What follows belongs to an exercise in optimizing a design on an open flow for small area, a short achievable clock period and few clock cycles; a production flow would make more cautious choices.
Where RTL was checked, it was by simulation tests only, not by an equivalence proof against the original.
No activity file was given, so power comes from the tool's default toggle rates.

// ex_unit_top
module ex_unit_top (
    input  logic  clk,
    input  logic  rst,
    input  logic  req,
    input  rv_isa_pkg::word_t inst,
    input  rv_isa_pkg::word_t rs1_data,
    input  rv_isa_pkg::word_t rs2_data,
    input  rv_isa_pkg::word_t frs1_data,
    input  rv_isa_pkg::word_t frs2_data,
    output logic  ack,
    output logic  illegal,
    output rv_isa_pkg::word_t result
);
Size: about 2600 cells after synthesis, ~35 flip-flops, about 14000 um^2 of cells after synthesis.
clock: 11.0 ns
lec_check: 0
abc_area: 1
cap_margin: 20
core_margin: 2
core_utilization: 40
setup_slack_margin: 2.5
slew_margin: 20
standard.sh (not shown) runs the stock make flow with config.mk's settings and CLKGATE_MAP_FILE= SYNTH_SCRIPT=/design/flow/synth_recipe.tcl, a recipe that flattens the netlist after the stock synthesis.
==> flow/flow/run.sh <==
#!/bin/bash
set -o pipefail
cp standard.sh standard_sh.txt
export BUFFER_PORTS_ARGS="-buffer_cell sky130_fd_sc_hd__buf_1"
bash standard.sh > standard.log 2>&1
Testbench counts at the start, summed over its fixed seeds: cycles 27,666.
Rerun with:
- CORE_UTILIZATION: 40 -> 50
- SETUP_SLACK_MARGIN: 2.5 -> 3.0
Outcome:
- The new run completed with no timing, DRC or antenna violations
- power drops slightly
- core utilization is higher by 12 points
- design area came out higher by a few percent
- flip-flop and latch count does not change
- routed wire length went down by a few percent
- hold slack degrades by 0.0051 ns
Rerun with:
==> flow/flow/run.sh (replaced) <==
#!/bin/bash
set -o pipefail
cp standard.sh standard_sh.txt
export BUFFER_PORTS_ARGS="-buffer_cell sky130_fd_sc_hd__buf_1"
export RECOVER_POWER=100
bash standard.sh > standard.log 2>&1
- SETUP_SLACK_MARGIN: 3.0 -> 2.5
After rerunning: The new run completed, yet does not pass: capacitance limit, slew limit; first-iteration DRC count is lower by 0.68%; hold slack barely changes; cell count is lower by about 1%; maximum frequency is lower by about 14%.
Rerun with:
==> flow/flow/run.sh (replaced) <==
#!/bin/bash
set -o pipefail
cp standard.sh standard_sh.txt
export BUFFER_PORTS_ARGS="-buffer_cell sky130_fd_sc_hd__buf_1"
bash standard.sh > standard.log 2>&1
Outcome: The changed run finished clean; worst setup slack is better by 1.1 ns; fmax rises by 14%; worst hold slack stays flat; cell area rises by about 0.5%; global-route usage does not change.
Rerun with:
- ABC_AREA: 1 -> default
Cell area came out higher by 8.9%.
Total power came out higher by 12%.
Routed wire length came out lower by 5.3%.
Non-clock buffer count came out higher by 86.
Count of clock-buffer cells in the layout stays the same.
Utilization came out higher by 7.1 points.
Maximum frequency came out lower by 5.4%.

========
Another version of the RTL of ex_unit_top (not shown whole).
For scale: ~2500 cells after synthesis, roughly 35 flip-flops.
export LEC_CHECK = 0
export ABC_AREA = 1
export CAP_MARGIN = 20
export CORE_MARGIN = 2
export CORE_UTILIZATION = 50
export GPL_ROUTABILITY_DRIVEN = 0
export SETUP_SLACK_MARGIN = 2.5
export SLEW_MARGIN = 20
create_clock -name core_clock -period 11.0 [get_ports {clk}]
==> flow/flow/run.sh <==
#!/bin/bash
set -o pipefail
cp standard.sh standard_sh.txt
export BUFFER_PORTS_ARGS="-buffer_cell sky130_fd_sc_hd__buf_1"
bash standard.sh > standard.log 2>&1
The starting point produced a clean layout.
Change:
Settings changed: GPL_ROUTABILITY_DRIVEN 0 to unset, SETUP_SLACK_MARGIN 2.5 to 2.75.
Worst setup slack gains 0.18 ns.
Via count rises slightly.
Routed wire length rises slightly.
Combinational power rises by a few percent.
Global-route usage falls by 0.60 points.
Total power rises by a few percent.
Sequential share of layout area falls by 0.15 points.
Die area is unchanged.
Cell area rises by a few percent.
First-iteration DRC count falls slightly.
Non-clock buffer count rises by 28.
Change:
Settings changed: SETUP_SLACK_MARGIN 2.75 to 2.5.
The changed run produced a clean layout.
Synthesized area does not change.
Design area is lower by 3.5%.
Routed wire length goes down by 1.8%.
Global-route usage shrinks by 1.0 points.
First-iteration DRC count is higher by about 5%.
Cell count decreases by about 0.7%.
Worst setup slack got worse by 0.057 ns.
Synthesized cell count does not change.
Via count fell by 0.45%.
Sequential share of layout area went up by 0.16 points.
Non-clock buffer count decreases by 22.
Function was not checked in any run of this note: the RTL went through the layout flow alone.

========
Another version of the RTL of ex_unit_top (not shown whole).
For scale: ~2600 cells after synthesis, roughly 35 flip-flops, ~14000 sq um of cells after synthesis.
==> flow/design.v (excerpt) <==
module ex_unit_top (
    input  logic  clk,
    input  logic  rst,
    input  logic  req,
    input  rv_isa_pkg::word_t inst,
    input  rv_isa_pkg::word_t rs1_data,
    input  rv_isa_pkg::word_t rs2_data,
    input  rv_isa_pkg::word_t frs1_data,
    input  rv_isa_pkg::word_t frs2_data,
    output logic  ack,
    output logic  illegal,
    output rv_isa_pkg::word_t result
);
clock: 11.0 ns
lec_check: 0
abc_area: 1
cap_margin: 20
core_margin: 2
core_utilization: 50
setup_slack_margin: 2.5
slew_margin: 20
Scripts as last shown in full above: flow/flow/run.sh
Testbench counts at the start, summed over its fixed seeds: cycles 27,666.
Rerun with:
==> flow/run.sh (new file) <==
#!/bin/bash
# synth_recipe.tcl (not shown) runs the flow's synth.tcl, then flattens the netlist and writes it again
# the make line also repeats each setting of config.mk as NAME=value (left out here)
make -C /OpenROAD-flow-scripts/flow DESIGN_CONFIG=/design/flow/config.mk WORK_HOME=/design/flow/orfs CLKGATE_MAP_FILE= SYNTH_SCRIPT=/design/flow/synth_recipe.tcl finish
- SETUP_SLACK_MARGIN: 2.5 -> unset
removed: flow/flow/run.sh
removed: flow/standard.sh
Setup slack degrades by 1.8 ns.
Cell area rose by 4.2%.
Final cell count fell by 0.52%.
Utilization rose by 2.4 points.
Rerun with:
==> flow/flow/run.sh (new file) <==
#!/bin/bash
set -o pipefail
cp standard.sh standard_sh.txt
export BUFFER_PORTS_ARGS="-buffer_cell sky130_fd_sc_hd__buf_1"
bash standard.sh > standard.log 2>&1
==> flow/standard.sh (new file) <==
#!/bin/bash
# synth_recipe.tcl (not shown) runs the flow's synth.tcl, then flattens the netlist and writes it again
# the make line also repeats each setting of config.mk as NAME=value (left out here)
make -C /OpenROAD-flow-scripts/flow DESIGN_CONFIG=/design/flow/config.mk WORK_HOME=/design/flow/orfs CLKGATE_MAP_FILE= SYNTH_SCRIPT=/design/flow/synth_recipe.tcl "${@:-finish}"
removed: flow/run.sh
- The new run went through all stages and came out clean
- synthesized area is unchanged
- critical path depth does not change
- synthesized cell count is unchanged
- setup slack gets better by 1.0 ns
- sequential power went up by about 5%
- power went down by 0.53%

========
yarrow:
ex_unit_top, a different RTL version from the one above (not shown whole).
For scale: ~200 I/O pins, roughly 0.014 mm^2 of cells after synthesis.
clock: 11.0 ns
lec_check: 0
abc_area: 1
cap_margin: 20
core_margin: 2
core_utilization: 50
setup_slack_margin: 3.25
slew_margin: 20
==> flow/flow/run.sh <==
#!/bin/bash
set -o pipefail
cp standard.sh standard_sh.txt
export BUFFER_PORTS_ARGS="-buffer_cell sky130_fd_sc_hd__buf_1"
bash standard.sh > standard.log 2>&1
Testbench counts of yarrow, summed over its fixed seeds: cycles 27,666.
What pepper does differently from yarrow at the input level:
- swapping 3.25 for 3.0 in SETUP_SLACK_MARGIN
==> results.txt <==
Total power per unit cell area: pepper > yarrow. Post-synthesis area per instance: pepper vs yarrow identical. ~same portion of total power attributed to the clock network in pepper and yarrow. From yarrow to pepper the numbers moved as follows: internal portion of total power fell 19 uW, worst setup slack fell 0.20 ns, detail-routed via count per cell about even, logic depth of the worst setup path including buffers fell 6. pepper ended with less first-pass GRT wire length than yarrow. For count of cells resized by post-cts repair, dividing the value from pepper by the value from yarrow gives 0.57. Status: number of synthesized flops with an enable pin parity (pepper, yarrow). On total power, yarrow loses to pepper.

========
ex_unit_top, a different RTL version from the one above (not shown whole).
Size in the first run: about 2500 cells after synthesis, about 35 flip-flops, ~200 I/O pins.
clock: 11.0 ns
lec_check: 0
abc_area: 1
cap_margin: 20
core_margin: 2
core_utilization: 55
setup_slack_margin: 3.0
slew_margin: 20
Scripts as last shown in full above: flow/flow/run.sh
Testbench counts at the start, summed over its fixed seeds: cycles 27,666.
==> next run, changes <==
- CORE_UTILIZATION: 55 -> 50
- SETUP_SLACK_MARGIN: 3.0 -> 3.25
The changed run finished clean.
Via count stays flat.
Critical path depth fell by 1.
Worst setup slack gains 0.24 ns.
Sequential cell count stays the same.
Sequential power goes down by about 3%.
Wire length climbs by 4.1%.
First-iteration DRC count drops by 6.2%.
Hold slack improves by 0.0037 ns.
Area after synthesis does not change.
==> next run, changes <==
- SETUP_SLACK_MARGIN: 3.25 -> 3.5
The new run completed with no timing, DRC or antenna violations.
Via count grows by 2.5%.
Maximum frequency grows by 0.89%.
Global-route usage grows by 1.6 points.
Utilization grows by 4.3 points.
Worst hold slack is worse by 0.011 ns.
Cell area grows by 7.5%.
Synthesized area is unchanged.
Non-clock buffer count grows by 63.
Sequential power shrinks by about 3%.
Power grows by 6.8%.
Clock-buffer cell count is unchanged.

========
== the baseline ==
ex_unit_top, a different RTL version from the one above (not shown whole).
Size in the first run: ~2200 cells after synthesis, roughly 35 flip-flops, roughly 200 I/O pins.
==> flow/design.v (excerpt) <==
module ex_unit_top (
    input  logic  clk,
    input  logic  rst,
    input  logic  req,
    input  rv_isa_pkg::word_t inst,
    input  rv_isa_pkg::word_t rs1_data,
    input  rv_isa_pkg::word_t rs2_data,
    input  rv_isa_pkg::word_t frs1_data,
    input  rv_isa_pkg::word_t frs2_data,
    output logic  ack,
    output logic  illegal,
    output rv_isa_pkg::word_t result
);
    logic              legal, is_fp, fp_ready;
    rv_isa_pkg::word_t alu_result, fp_result;
    ex_decode u_ex_decode (
        .inst  (inst),
        .legal (legal),
        .is_fp (is_fp)
    );
    int_alu u_int_alu (
        .inst       (inst),
        .rs1_data   (rs1_data),
        .rs2_data   (rs2_data),
        .alu_result (alu_result)
    );
    fp_adder u_fp_adder (
        .clk       (clk),
        .op_a      (frs1_data),
        .op_b      (frs2_data),
        .fp_sub    (inst[27]),
        .fp_result (fp_result)
    );
    ex_result u_ex_result (
        .legal      (legal),
        .is_fp      (is_fp),
        .alu_result (alu_result),
        .fp_result  (fp_result),
        .illegal    (illegal),
        .result     (result)
    );
    always_ff @(posedge clk or posedge rst) begin
        if (rst) fp_ready <= 1'b0;
        else     fp_ready <= req;
    end
    assign ack = req & (fp_ready | (inst[6:0] != rv_isa_pkg::opc_op_fp));
endmodule
clock: 11.0 ns
lec_check: 0
cap_margin: 20
core_margin: 2
core_utilization: 40
slew_margin: 20
run.sh (not shown) runs the stock make flow with config.mk's settings and CLKGATE_MAP_FILE= SYNTH_SCRIPT=/design/flow/synth_recipe.tcl, a recipe that flattens the netlist after the stock synthesis.
Stock flow here: none of the scripts above is used.
[inputs] the candidate vs the baseline
-- flow/config.mk --
<<< the baseline, line 8
>>> the candidate, line 8
export ABC_AREA = 1
Results
For the candidate, the launch point of the critical path was frs1_data[24], unlike the baseline, where it was inst[30].
The share of final-layout standard cells stronger than drive strength 1 reported for the candidate is smaller than that of the baseline by 3.0 points.
Synthesized cell count on the candidate is up relative to the baseline.
Diff the baseline -> the candidate: power consumption climbed about 4.3%; non-clock buffer count lost 11%.
[compare] base=the baseline new=the candidate: portion of total power attributed to the clock network moved down, wire length of the first global-routing pass moved up, sequential cell area in the final layout level, synthesized-area fraction occupied by and/or/nand/nor cells moved up.
No functional check of the RTL was part of any run of this note.

========
== main ==
RTL: one of the versions met above, not the one the previous note started from.
Size in the first run: ~2600 cells after synthesis, roughly 35 flip-flops, roughly 200 I/O pins, roughly 14000 um^2 of cells after synthesis.
==> flow/config.mk <==
export PLATFORM = sky130hd
export DESIGN_NAME = ex_unit_top
export DESIGN_NICKNAME = ex_unit_top
export VERILOG_FILES = /design/flow/design.v
export SDC_FILE = /design/flow/constraint.sdc
export NUM_CORES = 4
export LEC_CHECK = 0
export ABC_AREA = 1
export CAP_MARGIN = 20
export CORE_MARGIN = 2
export CORE_UTILIZATION = 50
export SETUP_SLACK_MARGIN = 2.0
export SLEW_MARGIN = 20
==> flow/constraint.sdc <==
create_clock -name core_clock -period 11.0 [get_ports {clk}]
set_input_delay 2.2000 -clock core_clock [delete_from_list [all_inputs] [get_ports {clk}]]
set_output_delay 2.2000 -clock core_clock [all_outputs]
set_load 0.01 [all_outputs]
standard.sh (not shown) runs the stock make flow with config.mk's settings and CLKGATE_MAP_FILE= SYNTH_SCRIPT=/design/flow/synth_recipe.tcl, a recipe that flattens the netlist after the stock synthesis.
Scripts as last shown in full above: flow/flow/run.sh
main: full flow OK, the timing, DRC and antenna checks passed
Testbench counts of main, summed over its fixed seeds: cycles 27,666.
#### Input delta (the feature branch over main)
diff --git a/flow/config.mk b/flow/config.mk
--- a/flow/config.mk
+++ b/flow/config.mk
@@ -10,4 +10,4 @@
 export CORE_MARGIN = 2
-export CORE_UTILIZATION = 50
-export SETUP_SLACK_MARGIN = 2.0
+export CORE_UTILIZATION = 65
+export SETUP_SLACK_MARGIN = 2.5
 export SLEW_MARGIN = 20
==> results.txt <==
- In the feature branch, layout overhead on the synthesized area is higher than in main.
- main ended up with met4 as its top routing layer in use; the feature branch ended up with met5.
- Lower overall global routing resource usage among the feature branch and main: main
- The feature branch vs. main: net switching power shows an increase of 3.6%; fill cell total of the finished layout -1102.

========
zinc:
Another version of the RTL of ex_unit_top (not shown whole).
For scale: about 2600 cells after synthesis, about 200 I/O pins.
clock: 11.0 ns
lec_check: 0
abc_area: 1
cap_margin: 20
core_margin: 2
core_utilization: 50
setup_slack_margin: 3.0
slew_margin: 20
Scripts as last shown in full above: flow/flow/run.sh
Every stage of the flow completed for zinc, and the final layout passed the timing, DRC and antenna checks.
Testbench counts of zinc, summed over its fixed seeds: cycles 27,666.
Input-level comparison between garnet and zinc:
# zinc
export LEC_CHECK = 0
export ABC_AREA = 1
export CAP_MARGIN = 20
export CORE_MARGIN = 2
export CORE_UTILIZATION = 50
export SETUP_SLACK_MARGIN = 3.0
export SLEW_MARGIN = 20
create_clock -name core_clock -period 11.0 [get_ports {clk}]
# garnet
export LEC_CHECK = 0
export ABC_AREA = 1
export CAP_MARGIN = 20
export CORE_MARGIN = 2
export CORE_UTILIZATION = 50
export SETUP_SLACK_MARGIN = 2.5
export SLEW_MARGIN = 20
create_clock -name core_clock -period 11.0 [get_ports {clk}]
### Flow results
Comparing zinc against garnet, there is no change at all in flip-flop and latch count. garnet vs zinc, count of buffers added by post-CTS timing repair for setup went down by 7. Area of all placed cells without fillers, garnet and zinc, lower one = garnet. In the tables for garnet and zinc, sequential share of layout area reads higher with garnet. garnet vs zinc, sum of met3 wire segment lengths after detailed routing went down by about 3%. Between garnet and zinc, routed wire length is lower for garnet, zinc comes in above that. garnet and zinc ended up with nearly the same number of multi-input combinational cells. Run comparison: garnet startpoint of the worst setup timing path inst[30]; zinc startpoint of the worst setup timing path inst[12]. garnet: final clock period utilization by the worst path 3.8 points above zinc. When garnet is set beside zinc, its final routed wire length divided by cell count turns out to be 0.40 um smaller. Setup slack is lower on garnet.

========
job 9426:
ex_unit_top, a different RTL version from the one above (not shown whole).
Size: about 2600 cells after synthesis, roughly 35 flip-flops, ~200 I/O pins, roughly 14000 sq um of cells after synthesis.
Design ex_unit_top, start of the top module:
module ex_unit_top (
    input  logic  clk,
    input  logic  rst,
    input  logic  req,
    input  rv_isa_pkg::word_t inst,
    input  rv_isa_pkg::word_t rs1_data,
    input  rv_isa_pkg::word_t rs2_data,
    input  rv_isa_pkg::word_t frs1_data,
    input  rv_isa_pkg::word_t frs2_data,
    output logic  ack,
    output logic  illegal,
    output rv_isa_pkg::word_t result
);
    logic              legal, is_fp, fp_ready;
    rv_isa_pkg::word_t alu_result, fp_result;
    logic [23:0]       fp_norm_in, fp_norm_out;
    logic [4:0]        fp_lz;
    ex_decode u_ex_decode (
        .inst  (inst),
        .legal (legal),
        .is_fp (is_fp)
    );
    int_alu u_int_alu (
        .inst        (inst),
        .rs1_data    (rs1_data),
        .rs2_data    (rs2_data),
        .fp_mode     (inst[6]),
        .fp_norm_in  (fp_norm_in),
        .fp_lz       (fp_lz),
        .alu_result  (alu_result),
        .fp_norm_out (fp_norm_out)
    );
    fp_adder u_fp_adder (
        .clk       (clk),
        .op_a      (frs1_data),
        .op_b      (frs2_data),
        .fp_sub    (inst[27]),
        .norm_in   (fp_norm_in),
        .lz        (fp_lz),
        .norm_out  (fp_norm_out),
        .fp_result (fp_result)
    );
    ex_result u_ex_result (
        .legal      (legal),
        .is_fp      (is_fp),
        .alu_result (alu_result),
        .fp_result  (fp_result),
        .illegal    (illegal),
        .result     (result)
    );
    always_ff @(posedge clk or posedge rst) begin
        if (rst) fp_ready <= 1'b0;
        else     fp_ready <= req;
    end
    assign ack = req & (fp_ready | (inst[6:0] != rv_isa_pkg::opc_op_fp));
endmodule
Settings: LEC_CHECK=0, ABC_AREA=1, CAP_MARGIN=20, CORE_MARGIN=2, CORE_UTILIZATION=50, SETUP_SLACK_MARGIN=3.0, SLEW_MARGIN=20; clock period 11.0 ns.
Scripts as last shown in full above: flow/flow/run.sh
--- input diff job 9426..job 2522 ---
Settings: changing SETUP_SLACK_MARGIN from 3.0 to 2.5.
### Flow results
Compared with job 9426, in job 2522 utilization shrank by 1.7 points; sequential share of power +0.4 points.
Compared with job 9426, the detailed router inserted fewer vias in job 2522.
Job 2522: share of layout cells above drive strength 1 is 1.8 points lower than what job 9426 reported.
Pin count of the biggest net entering global routing, job 9426 and job 2522: lower on job 9426
Going from job 9426 to job 2522, the combined global-route utilization of all metal layers was found to have gone down by 1.1 points.
Clock transition at the registers of the reported paths: job 2522 vs job 9426 — no meaningful difference
First-pass GRT wire length was lower in the run labelled job 2522.
Compared with job 9426, job 2522 shows met3 track demand over resource in global routing lower by 0.23 points.
Against job 9426, job 2522 comes in 2.1% lower on wire length after detailed routing.
No run of this note included a check of the RTL's function; only the layout flow was run.

## what the ideal ports hide
How much do the figures lean on ideal ports? The routed layouts below were timed once more, with nothing changed but the port constraints. Step 1, drivers: a clkbuf_16 drives clk and a buf_2 each remaining input, both assumed. Step 2, shift: input delay + t, output delay - t, t = (earliest + latest rising clock arrival at the registers) / 2. This alone moves slack from input paths to output paths. Three values: no drivers, after step 1, after step 2; two values: the first two.
run	t, ns	setup slack, ns	worst register clock-pin slew, ns
the first run of note 1	0.321	2.614 / 2.588 / 2.588	0.06 / 0.06
the second run of note 1	0.317	2.832 / 2.655 / 2.655	0.06 / 0.06
the third run of note 1	0.315	1.481 / 1.458 / 1.458	0.06 / 0.06
the fourth run of note 1	0.314	2.629 / 2.586 / 2.586	0.06 / 0.06
the fifth run of note 1	0.326	2.147 / 2.078 / 2.078	0.05 / 0.05
the first run of note 2	0.325	2.556 / 2.529 / 2.529	0.06 / 0.06
the second run of note 2	0.332	2.736 / 2.701 / 2.701	0.06 / 0.06
the third run of note 2	0.324	2.678 / 2.656 / 2.638	0.06 / 0.06
the first run of note 3	0.306	2.643 / 2.615 / 2.507	0.05 / 0.05
the second run of note 3	0.309	0.794 / 0.762 / 0.762	0.05 / 0.05
the third run of note 3	0.306	1.798 / 1.776 / 1.569	0.05 / 0.05
yarrow	0.327	3.332 / 3.251 / 3.251	0.06 / 0.06
pepper	0.324	3.130 / 3.045 / 3.045	0.06 / 0.06
the first run of note 5	0.324	3.084 / 3.056 / 3.029	0.06 / 0.06
the second run of note 5	0.326	3.322 / 3.279 / 3.279	0.06 / 0.06
the third run of note 5	0.332	3.390 / 3.331 / 3.331	0.06 / 0.06
the baseline	0.307	0.320 / 0.292 / 0.292	0.06 / 0.06
the candidate	0.305	0.903 / 0.914 / 0.608	0.05 / 0.05
main	0.314	2.236 / 2.184 / 2.184	0.06 / 0.06
the feature branch	0.313	2.449 / 2.409 / 2.409	0.05 / 0.05
zinc	0.311	3.057 / 3.027 / 3.027	0.06 / 0.06
garnet	0.311	2.638 / 2.613 / 2.613	0.06 / 0.06
job 9426	0.321	3.138 / 3.110 / 3.110	0.06 / 0.06
job 2522	0.321	2.706 / 2.625 / 2.625	0.06 / 0.06
For the candidate, which loses most, drivers alone change the setup slack by +0.011 ns; drivers and shift together by -0.295 ns.
